What follows belongs to an exercise in optimizing a design on an open flow for small area, a short achievable clock period and few clock cycles per item; a production flow would make more cautious choices. Function was checked by simulation only, so behaviour that the tests miss may differ from the original. No activity file was given, so power comes from the tool's default toggle rates.

==> job 3417: inputs <==
==> flow/design.v (excerpt) <==
module fpu_ss (
  input  logic                  clk_i,
  input  logic                  reset_i,
  input  logic                  issue_valid_i,
  output logic                  issue_ready_o,
  input  fpu_ss_pkg::xlen_t     issue_instr_i,
  input  fpu_ss_pkg::xlen_t     issue_rs1_i,
  input  fpu_ss_pkg::instr_id_t issue_id_i,
  output logic                  issue_accept_o,
  output logic                  issue_writeback_o,
  output logic                  result_valid_o,
  input  logic                  result_ready_i,
  output fpu_ss_pkg::instr_id_t result_id_o,
  output fpu_ss_pkg::reg_addr_t result_rd_o,
  output fpu_ss_pkg::xlen_t     result_data_o,
  output logic                  result_we_o
);
==> flow/config.mk <==
export PLATFORM = sky130hd
export DESIGN_NAME = fpu_ss
export DESIGN_NICKNAME = fpu_ss
export VERILOG_FILES = /design/flow/design.v
export SDC_FILE = /design/flow/constraint.sdc
export NUM_CORES = 4
export LEC_CHECK = 0
export CAP_MARGIN = 20
export CORE_MARGIN = 2
export CORE_UTILIZATION = 40
export CTS_CLUSTER_DIAMETER = 60
export CTS_CLUSTER_SIZE = 20
export SETUP_SLACK_MARGIN = 2.0
export SLEW_MARGIN = 20
export SYNTH_HIERARCHICAL = 1
==> flow/constraint.sdc <==
create_clock -name core_clock -period 5.0 [get_ports {clk_i}]
set_input_delay 1.0000 -clock core_clock [delete_from_list [all_inputs] [get_ports {clk_i}]]
set_output_delay 1.0000 -clock core_clock [all_outputs]
set_load 0.01 [all_outputs]
standard.sh (not shown) runs the stock make flow with config.mk's settings and CLKGATE_MAP_FILE= SYNTH_SCRIPT=/design/flow/synth_recipe.tcl, a recipe that flattens the netlist after the stock synthesis.
==> flow/flow/run.sh <==
#!/bin/bash
set -euo pipefail
cd "$(dirname "$0")/.."
bash standard.sh "BUFFER_PORTS_ARGS=-buffer_cell sky130_fd_sc_hd__buf_4" MATCH_CELL_FOOTPRINT=0 finish > flow_make.log 2>&1
==> job 9158 (differences from job 3417) <==
==> flow/run.sh (new file) <==
#!/bin/bash
# synth_recipe.tcl (not shown) runs the flow's synth.tcl, then flattens the netlist and writes it again
# the make line also repeats each setting of config.mk as NAME=value (left out here)
make -C /OpenROAD-flow-scripts/flow DESIGN_CONFIG=/design/flow/config.mk WORK_HOME=/design/flow/orfs CLKGATE_MAP_FILE= SYNTH_SCRIPT=/design/flow/synth_recipe.tcl finish
- CTS_CLUSTER_DIAMETER: 60 -> 80
- CTS_CLUSTER_SIZE: 20 -> 24
- SETUP_SLACK_MARGIN: 2.0 -> 1.5
removed: flow/flow/run.sh
removed: flow/standard.sh
==> job 5041 (differences from job 3417) <==
==> flow/run.sh (new file) <==
#!/bin/bash
# synth_recipe.tcl (not shown) runs the flow's synth.tcl, then flattens the netlist and writes it again
# the make line also repeats each setting of config.mk as NAME=value (left out here)
make -C /OpenROAD-flow-scripts/flow DESIGN_CONFIG=/design/flow/config.mk WORK_HOME=/design/flow/orfs CLKGATE_MAP_FILE= SYNTH_SCRIPT=/design/flow/synth_recipe.tcl finish
- CTS_CLUSTER_DIAMETER: 60 -> 80
- CTS_CLUSTER_SIZE: 20 -> 24
removed: flow/flow/run.sh
removed: flow/standard.sh
==> comparison table <==
quantity	job 9158	job 3417	job 5041
Run status	finished clean	finished clean	finished clean
Part of the cycle the worst path needs	0.708	0.775	0.752
Min-Delay Endpoint	r_we_q	r_rd_q[2]	r_id_q[3]
TritonCTS buffer count	55	83	57
Sum of internal, switching and leakage power	17900 uW	20800 uW	19000 uW
Register-to-register path setup slack	2.17 ns	1.77 ns	1.98 ns
Number of global-route vias before repair	33000	35200	35500
GRT Overall Usage	0.273	0.331	0.321
Clk. pwr	5250 uW	6970 uW	5360 uW
Combinational fraction of design power	0.116	0.156	0.162
Total combinational power	2070 uW	3260 uW	3090 uW
Area used by multi-input combinational logic	13100 um2	14500 um2	14300 um2
Layout Area Growth over Synthesis	17.4%	31.6%	32.6%
Number of inserted filler cells in the final layout	9810	9221	9237
Initial antenna violation count	6	11	2
Launch instance of the worst min-delay path	q_we_q	q_rd_q[2]	q_id_q[3]
Delay of the slowest critical-path stage	0.85 ns	0.59 ns	0.46 ns
Actual slew at the worst max-slew pin	1.08 ns	1.21 ns	1.16 ns
Testbench counts of job 3417, summed over its fixed seeds: cycles 24,016, items 24,000.
Testbench counts of job 9158, summed over its fixed seeds: cycles 24,016, items 24,000.
Testbench counts of job 5041, summed over its fixed seeds: cycles 24,016, items 24,000.

[separate check: timing with driven ports]
In the flow no input, the clock included, has a driving cell. The finished layouts below were timed again as built, in two steps.
Step 1 assumes that a clkbuf_16 drives the clock port and a buf_2 every other input.
Step 2 times the ports against the registers' clock, not the clock port: input delays grow and output delays shrink by t, the midpoint of the rising clock arrivals with the driver on.
Three values: ideal ports, drivers, drivers and shift; two values: the first two.
run | t, ns | setup slack, ns | clock arrival spread, ns | worst slew at a driven data input, ns
job 3417 | 0.768 | 1.124 / 1.063 / 0.295 | 0.035 / 0.036 | 0.23
job 9158 | 0.774 | 1.462 / 1.455 / 0.682 | 0.029 / 0.029 | 0.12
job 5041 | 0.794 | 1.238 / 1.277 / 0.482 | 0.038 / 0.039 | 0.26
After both steps every run listed still meets setup and hold. The setup slack of job 3417, which loses most, moves by -0.061 ns with the drivers and by -0.829 ns with both steps.
